Context: an optimization exercise on an open-source flow, tuned for small area, a short achievable clock period and few clock cycles per item. The choices shown serve that exercise and are no tape-out recipe.
The RTL was checked by simulation tests, not by an equivalence proof against the original design.

<file path="design.v">
`timescale 1ns / 1ps
module sha1_message_digest (
    input  logic                            aclk,
    input  logic                            aresetn,
    input  logic                            s_tvalid,
    output logic                            s_tready,
    input  logic [7:0]          s_tdata,    
    input  logic                            s_tlast,
    output logic                            m_tvalid,
    input  logic                            m_tready,
    output logic [31:0]         m_tdata,    
    output logic [2:0]          m_tuser,    
    output logic                            m_tlast
);
    localparam logic [31:0] H_INIT_0 = 32'h67452301;
    localparam logic [31:0] H_INIT_1 = 32'hEFCDAB89;
    localparam logic [31:0] H_INIT_2 = 32'h98BADCFE;
    localparam logic [31:0] H_INIT_3 = 32'h10325476;
    localparam logic [31:0] H_INIT_4 = 32'hC3D2E1F0;
    localparam logic [31:0] K_ROUND_0 = 32'h5A827999;
    localparam logic [31:0] K_ROUND_1 = 32'h6ED9EBA1;
    localparam logic [31:0] K_ROUND_2 = 32'h8F1BBCDC;
    localparam logic [31:0] K_ROUND_3 = 32'hCA62C1D6;
    logic [31:0]  h0, h1, h2, h3, h4;       
    logic [31:0]  va, vb, vc, vd, ve;       
    logic [511:0] w;                        
    logic [31:0]  pre;                      
    logic         pv;                       
    logic [2:0]   fsel;                     
    logic         f5;                       
    logic [6:0]   n;                        
    logic [5:0]   pos;                      
    logic         wrdy;                     
    logic         pad, padmark, markhi, lastblk;
    logic [60:0]  bcnt;                     
    logic         rdy;
    logic         mval;
    logic [2:0]   midx;
    assign s_tready = rdy;
    assign m_tvalid = mval;
    assign m_tuser  = midx;
    assign m_tlast  = (midx == 3'd4);
    always_comb begin
        case (midx)
            3'd0:    m_tdata = h0;
            3'd1:    m_tdata = h1;
            3'd2:    m_tdata = h2;
            3'd3:    m_tdata = h3;
            default: m_tdata = h4;
        endcase
    end
    logic        ffire, lastf5;
    logic [31:0] rnd_rot, rnd_f, rnd_t;
    assign ffire  = pv & fsel[2];
    assign lastf5 = pv & f5 & lastblk;
    always_comb begin
        rnd_rot = fsel[2] ? 32'd0 : {va[26:0], va[31:27]};
        case (fsel)
            3'd0:    rnd_f = (vb & vc) | (~vb & vd);
            3'd1:    rnd_f = vb ^ vc ^ vd;
            3'd2:    rnd_f = (vb & vc) | (vb & vd) | (vc & vd);
            3'd3:    rnd_f = vb ^ vc ^ vd;
            default: rnd_f = 32'd0;
        endcase
        rnd_t = rnd_rot + rnd_f + pre;
    end
    logic        n_lo, n_sched, n_fin;
    logic        pre_en, cons, spush;
    logic [2:0]  phase;
    logic [31:0] kc, px, py, wsched, pre_sum;
    assign n_lo    = (n <= 7'd15);
    assign n_sched = (n >= 7'd16) && (n <= 7'd79);
    assign n_fin   = (n >= 7'd80);
    assign cons    = n_lo & wrdy;
    assign pre_en  = cons | n_sched | (n_fin & ~((n == 7'd80) & mval));
    assign spush   = (n >= 7'd16) && (n <= 7'd78);
    always_comb begin
        wsched = w[95:64] ^ w[255:224] ^ w[447:416] ^ w[511:480];
        wsched = {wsched[30:0], wsched[31]};
        if (n < 7'd20)      begin phase = 3'd0; kc = K_ROUND_0; end
        else if (n < 7'd40) begin phase = 3'd1; kc = K_ROUND_1; end
        else if (n < 7'd60) begin phase = 3'd2; kc = K_ROUND_2; end
        else if (n < 7'd80) begin phase = 3'd3; kc = K_ROUND_3; end
        else                begin phase = 3'd4; kc = 32'd0;     end
        if (lastf5)    px = H_INIT_4;
        else if (pv)   px = vd;
        else           px = ve;
        if (n_lo)         py = w[31:0];
        else if (n_sched) py = wsched;
        else if (ffire)   py = h3;
        else              py = h4;
        pre_sum = px + py + kc;
    end
    logic        can_in, acc, padpush, bpush, wpush, wshift, is_lenlo;
    logic [7:0]  bv;
    logic [31:0] wv;
    logic [5:0]  pos_n;
    logic [6:0]  n_n;
    logic        wrdy_n, pad_n;
    assign can_in  = ((n >= 7'd79) & ~wrdy) | (n_lo & (~wrdy | (n != 7'd15)));
    assign acc     = s_tvalid & rdy;
    assign padpush = pad & can_in;
    assign bpush   = acc | (padpush & (pos[1:0] != 2'd0));
    assign wpush   = padpush & (pos[1:0] == 2'd0);
    assign wshift  = (bpush & (pos[1:0] == 2'd0)) | wpush | spush;
    assign bv      = pad ? (padmark ? 8'h80 : 8'h00) : s_tdata;
    assign is_lenlo = ~padmark & ~markhi & (pos == 6'd60);
    always_comb begin
        if (padmark)                             wv = 32'h80000000;
        else if (~markhi && pos == 6'd56)        wv = bcnt[60:29];
        else if (~markhi && pos == 6'd60)        wv = {bcnt[28:0], 3'b000};
        else                                     wv = 32'd0;
    end
    always_comb begin
        pos_n = pos;
        if (bpush)      pos_n = pos + 6'd1;
        else if (wpush) pos_n = {pos[5:2] + 4'd1, 2'b00};
        if ((bpush & (pos[1:0] == 2'd3)) | wpush) wrdy_n = 1'b1;
        else if (cons)                            wrdy_n = 1'b0;
        else                                      wrdy_n = wrdy;
        if (pre_en) n_n = (n == 7'd84) ? 7'd0 : n + 7'd1;
        else        n_n = n;
        if (acc & s_tlast)             pad_n = 1'b1;
        else if (wpush & is_lenlo)     pad_n = 1'b0;
        else                           pad_n = pad;
    end
    always_ff @(posedge aclk) begin
        if (!aresetn) begin
            n       <= '0;
            pv      <= 1'b0;
            pos     <= '0;
            wrdy    <= 1'b0;
            pad     <= 1'b0;
            padmark <= 1'b0;
            markhi  <= 1'b0;
            lastblk <= 1'b0;
            bcnt    <= '0;
            rdy     <= 1'b1;
            mval    <= 1'b0;
            midx    <= '0;
        end else begin
            n    <= n_n;
            pv   <= pre_en;
            pos  <= pos_n;
            wrdy <= wrdy_n;
            pad  <= pad_n;
            rdy  <= ~pad_n & (((n_n >= 7'd79) & ~wrdy_n)
                              | ((n_n <= 7'd15) & (~wrdy_n | (n_n != 7'd15))));
            if (acc & s_tlast) padmark <= 1'b1;
            else if (padpush)  padmark <= 1'b0;
            if (padpush) begin
                if (pos_n == 6'd0)                    markhi <= 1'b0;
                else if (padmark && pos >= 6'd56)     markhi <= 1'b1;
            end
            if (wpush & is_lenlo) begin
                bcnt    <= '0;
                lastblk <= 1'b1;
            end else if (acc) begin
                bcnt    <= bcnt + 61'd1;
            end
            if (lastf5) begin
                lastblk <= 1'b0;
                mval    <= 1'b1;
                midx    <= '0;
            end else if (mval & m_tready) begin
                if (midx == 3'd4) begin
                    mval <= 1'b0;
                    midx <= '0;
                end else begin
                    midx <= midx + 3'd1;
                end
            end
        end
    end
    always_ff @(posedge aclk) begin
        if (!aresetn || lastf5) begin
            va <= H_INIT_0;
            vb <= H_INIT_1;
            vc <= H_INIT_2;
            vd <= H_INIT_3;
            ve <= H_INIT_4;
        end else if (pv) begin
            va <= rnd_t;
            vb <= va;
            vc <= fsel[2] ? vb : {vb[1:0], vb[31:2]};
            vd <= vc;
            ve <= vd;
        end
    end
    always_ff @(posedge aclk) begin
        if (!aresetn || (mval && m_tready && midx == 3'd4)) begin
            h0 <= H_INIT_0;
            h1 <= H_INIT_1;
            h2 <= H_INIT_2;
            h3 <= H_INIT_3;
            h4 <= H_INIT_4;
        end else if (ffire) begin
            h0 <= rnd_t;
            h1 <= h0;
            h2 <= h1;
            h3 <= h2;
            h4 <= h3;
        end
    end
    always_ff @(posedge aclk) begin
        if (pre_en) begin
            pre  <= pre_sum;
            fsel <= phase;
            f5   <= (n == 7'd84);
        end
        if (wshift) begin
            w[511:32] <= w[479:0];
        end
        if (bpush) begin
            w[31:0] <= {w[23:0], bv};
        end else if (wpush) begin
            w[31:0] <= wv;
        end else if (spush) begin
            w[31:0] <= wsched;
        end
    end
endmodule
</file>
<file path="run.sh">
#!/bin/bash
# synth_recipe.tcl (not shown) runs the flow's synth.tcl, then flattens the netlist and writes it again
# the make line also repeats each setting of config.mk as NAME=value (left out here)
make -C /OpenROAD-flow-scripts/flow DESIGN_CONFIG=/design/flow/config.mk WORK_HOME=/design/flow/orfs CLKGATE_MAP_FILE= SYNTH_SCRIPT=/design/flow/synth_recipe.tcl finish
</file>
<file path="config.mk">
export PLATFORM = sky130hd
export DESIGN_NAME = sha1_message_digest
export DESIGN_NICKNAME = sha1_message_digest
export VERILOG_FILES = /design/flow/design.v
export SDC_FILE = /design/flow/constraint.sdc
export NUM_CORES = 4
export LEC_CHECK = 0
export CAP_MARGIN = 20
export CORE_MARGIN = 2
export CORE_UTILIZATION = 40
export SLEW_MARGIN = 20
</file>
<file path="constraint.sdc">
create_clock -name core_clock -period 8.0 [get_ports {aclk}]
set_input_delay 1.6000 -clock core_clock [delete_from_list [all_inputs] [get_ports {aclk}]]
set_output_delay 1.6000 -clock core_clock [all_outputs]
set_load 0.01 [all_outputs]
</file>
==> results.cfg <==
[outcome]
outcome = finished clean

[setup_path]
required_ns = 8.42
worstSetupPathType = flop to flop
cp_slowest_stage_delay_ns = 0.74
crit_top_cell = mux2i_1
critPathTopFamily = compound AO/OA/AOI/OAI gates
cp-start-kind = flop
cp.arrival_ns = 6.16
crit_buf_inv = 2
r2r_setup_slack_ns = 2.26
critPathMaxFanout = 72
crit_chain = nand2_4 -> buf_4 -> mux2i_1 -> mux2i_1 -> mux2i_1 -> fa_1 -> inv_1 -> ha_1 -> and3_1 -> a221oi_1 -> nor2b_1 -> a311o_1 -> a31oi_1 -> a21boi_1 -> a211o_1 -> a21oi_1 -> xnor2_1
end_kind = flop
cpMaxStageDelayCell = dfxtp_4

[finish]
final_nets = 3856
drive_above_1_share_pct = 6.87
diodes = 0
syn_to_final_growth_pct = 12.4
post-route-util_pct = 45.5
final_cell_area_um2 = 47200

[timing]
slew-limit-headroom_pct = 28.9
final-hold-violation-count = 0
finClkSkew_ns = 0.0391
worst_slew_pin_slew_ns = 1.07
period_share_pct = 71.7
finalSetupViolations = 0
rsz0062_at_grt = false
slew_viol_final = 0
fmax_ghz = 0.174
worst_slack_ns = 2.26
period_minus_slack_ns = 5.74

[power_and_ir_drop]
p_leak_nw = 17.6
ir_drop_uv = 201
power.density_nw_per_um2 = 268
p_total_w = 0.0127

[detailed_routing]
vias = 27400
route.detailed.drc = 0
drt_iter0_markers = 2569
ant_nets = 0
first_pass_iters = 6
routedWlPerCell_um = 20.1
via_per_inst = 5.34
wl_mm = 103

[clock_network]
cts.sinks = 953
cts-hold-fix-buffers = 0
tritoncts = done
clk_latency_ns = 0.69
cts_setup_buffers = 0
cts_max_level = 3
cts_resized = 0
cts_buffers = 98
path_clk_slew_ns = 0.07
clockRootBuffer = clkbuf_16
cts_buffer_depth = 3

[synth]
ys_top_cells_by_count = 548 x edfxtp_1, 492 x nand2_1, 405 x dfxtp_1, 313 x nor2_1, 222 x mux2i_1
synth-async-reset-ratio_pct = 0
synth_warnings = 1
yosysMostFrequentCell = edfxtp_1
synthCells = 3683
ys_ff_latch = 953
syn-num-nets = 3864
syn_area_um2 = 42000
synth_ff_type = edfxtp_1
netlist.area_leader.share_pct = 39.2
ys_seq_area_share_pct = 58.5
synth_cell_type_count = 75
synth.area.top_cells = edfxtp_1 39%, dfxtp_1 19%, mux2i_1 5.3%, nand2_1 4.4%, fa_1 4.3%
avgSynthCellArea_um2 = 11.4
synth-edff-count = 548
yosys.area.top_type = edfxtp_1

[placement]
dp_hpwl_mm = 69.8
place_ws_ns = 2.28
dpl_cell_area_um2 = 43900
io_buffers = 50
gp_congestion = 0.908

[floorplan]
ios = 51
dieArea_um2 = 108000
fp-row-count = 118
dieWidth_um = 328
die_height_um = 328
core_area_um2 = 104000
initial_core_util_pct = 40.5

[global_routing]
antenna_found_initial = 2
grt_usage_pct = 19.0
grt_pass1_vias = 25500
grt_pass1_wl_mm = 157
grt-ovfl-total = 0
grt_max_degree = 197

[flow_run]
max_cap_violations = 0

[min_path]
hp-class = flop to flop
[worst reg2reg max path, delay by kind of cell (launching register included)]
kind,cells,cell delay [ns]
AOI/OAI and AO/OA,6,1.63
and+or+nand+nor,3,0.89
adders and majority gates,2,0.75
DFF,1,0.74
muxes,3,0.74
buffers and inverters,2,0.65
xor gates and xnor gates,1,0.09
[state kept, by name (all words and copies together) (netlist names), 6 cells and up]
signal and flops:
bcnt 61, n 7, vd 32, vb 32
pre 32, pos 6, h1 32, h0 32
va 32, vc 32, w 512, h2 32
h4 32, ve 32, h3 32
[metal layers]
layer  track usage (%)  vias to the layer above  share of wire, %  wire [µm]
li1                  -                    13000                 -          -
met1              28.3                    13500                48      49400
met4              6.97                        2               3.6       3680
met2              27.7                      719                43      44300
met5                 0                        -             0.012         12
met3              3.12                      164               5.8       5980
[cells in the final DEF, fill, tap and decap left out, drive strengths merged, types with 24 or more instances in the layout]
cell type / Yosys / routed
a211oi: 46 / 46
a21o: 51 / 51
a21oi: 208 / 208
a221oi: 28 / 28
a22oi: 67 / 67
a31oi: 41 / 41
and2: 24 / 24
and3: 28 / 28
buf: 35 / 43
clkbuf: 165 / 126
clkdlybuf4s50: 0 / 49
clkinv: 1 / 36
dfxtp: 405 / 405
edfxtp: 548 / 548
fa: 91 / 91
ha: 77 / 77
inv: 120 / 124
mux2: 26 / 26
mux2i: 222 / 222
nand2: 494 / 494
nand2b: 40 / 40
nand3: 120 / 120
nor2: 313 / 313
nor2b: 32 / 32
o21ai: 137 / 137
xnor2: 142 / 142
xor2: 61 / 61
[cells by family (layout without fill, tap and decap cells)]
logic type,Yosys count,after routing,synth area share [%]
AND/OR/NAND/NOR,1136,1136,12.0
buffers and inverters,321,395,2.92
adder cells (fa/ha/maj),168,168,6.63
AO/OA/AOI/OAI,654,654,9.80
flip-flops,953,953,58.5
multiplexers,248,248,5.99
XOR/XNOR,203,203,4.23
[metrics by stage]
| stage | hold WS [ns] | cells | setup TNS, ns |
|---|---|---|---|
| 6_report | 0.399 | 5137 | 0 |
| 5_1_grt | 0.415 | 5137 | 0 |
| 4_1_cts | 0.403 | 5137 | 0 |
| 3_5_place_dp | 0.405 | 4955 | 0 |
| 3_3_place_gp | 0.400 | 4955 | 0 |
| 2_1_floorplan | 0.400 | 3683 | -969.64 |
[final timing paths]
| kind | startpoint | to | depth (start not counted) |
|---|---|---|---|
| worst max-delay path | pv$_SDFF_PN0_ | pre[28]$_DFFE_PN_ | 17 |
| worst min register to register | w[414]$_DFFE_PP_ | w[446]$_DFFE_PP_ | 0 |
| worst max register to register | pv$_SDFF_PN0_ | pre[28]$_DFFE_PN_ | 17 |
| worst min-delay path | w[414]$_DFFE_PP_ | w[446]$_DFFE_PP_ | 0 |
[power breakdown]
group,switching (W),internal [W]
Combinational,0.00119,0.000650
Clock,0.00198,0.00272
Sequential,0.000267,0.00584
[area by class of cell]
class / instances / area (µm²)
fillers: 9494 / 56600
inverters: 121 / 454
multi-input cells: 2409 / 16300
well taps: 1380 / 1730
repair buffers: 92 / 848
clock inverters: 56 / 681
flip-flops and latches: 953 / 24600
clock buffers: 126 / 2650
Testbench counts, summed over its fixed seeds: cycles 104,260, bytes 44,818.

-- static timing again, ports no longer ideal --
In the flow no input, the clock included, has a driving cell. The finished layout below was timed again as built, in two steps.
Step 1: set_driving_cell puts a clkbuf_16 on aclk and a buf_2 on each other input, an assumption about the parent block.
Step 2 moves the port delays by t, midway between the first and last clock arrival at a register: inputs arrive t later, outputs are due t later. That takes back most of the time a late clock gives input paths.
Slacks: ideal / step 1 / step 2; pairs: ideal / step 1.
t (ns): 0.738
setup WS [ns]: 2.261 / 2.261 / 2.261
hold WS [ns]: 0.399 / 0.399 / 0.399
worst setup path after step 2: register to register
After both steps this run still meets setup and hold. For this run, drivers alone change the setup slack by 0.000 ns; drivers and shift together by 0.000 ns.
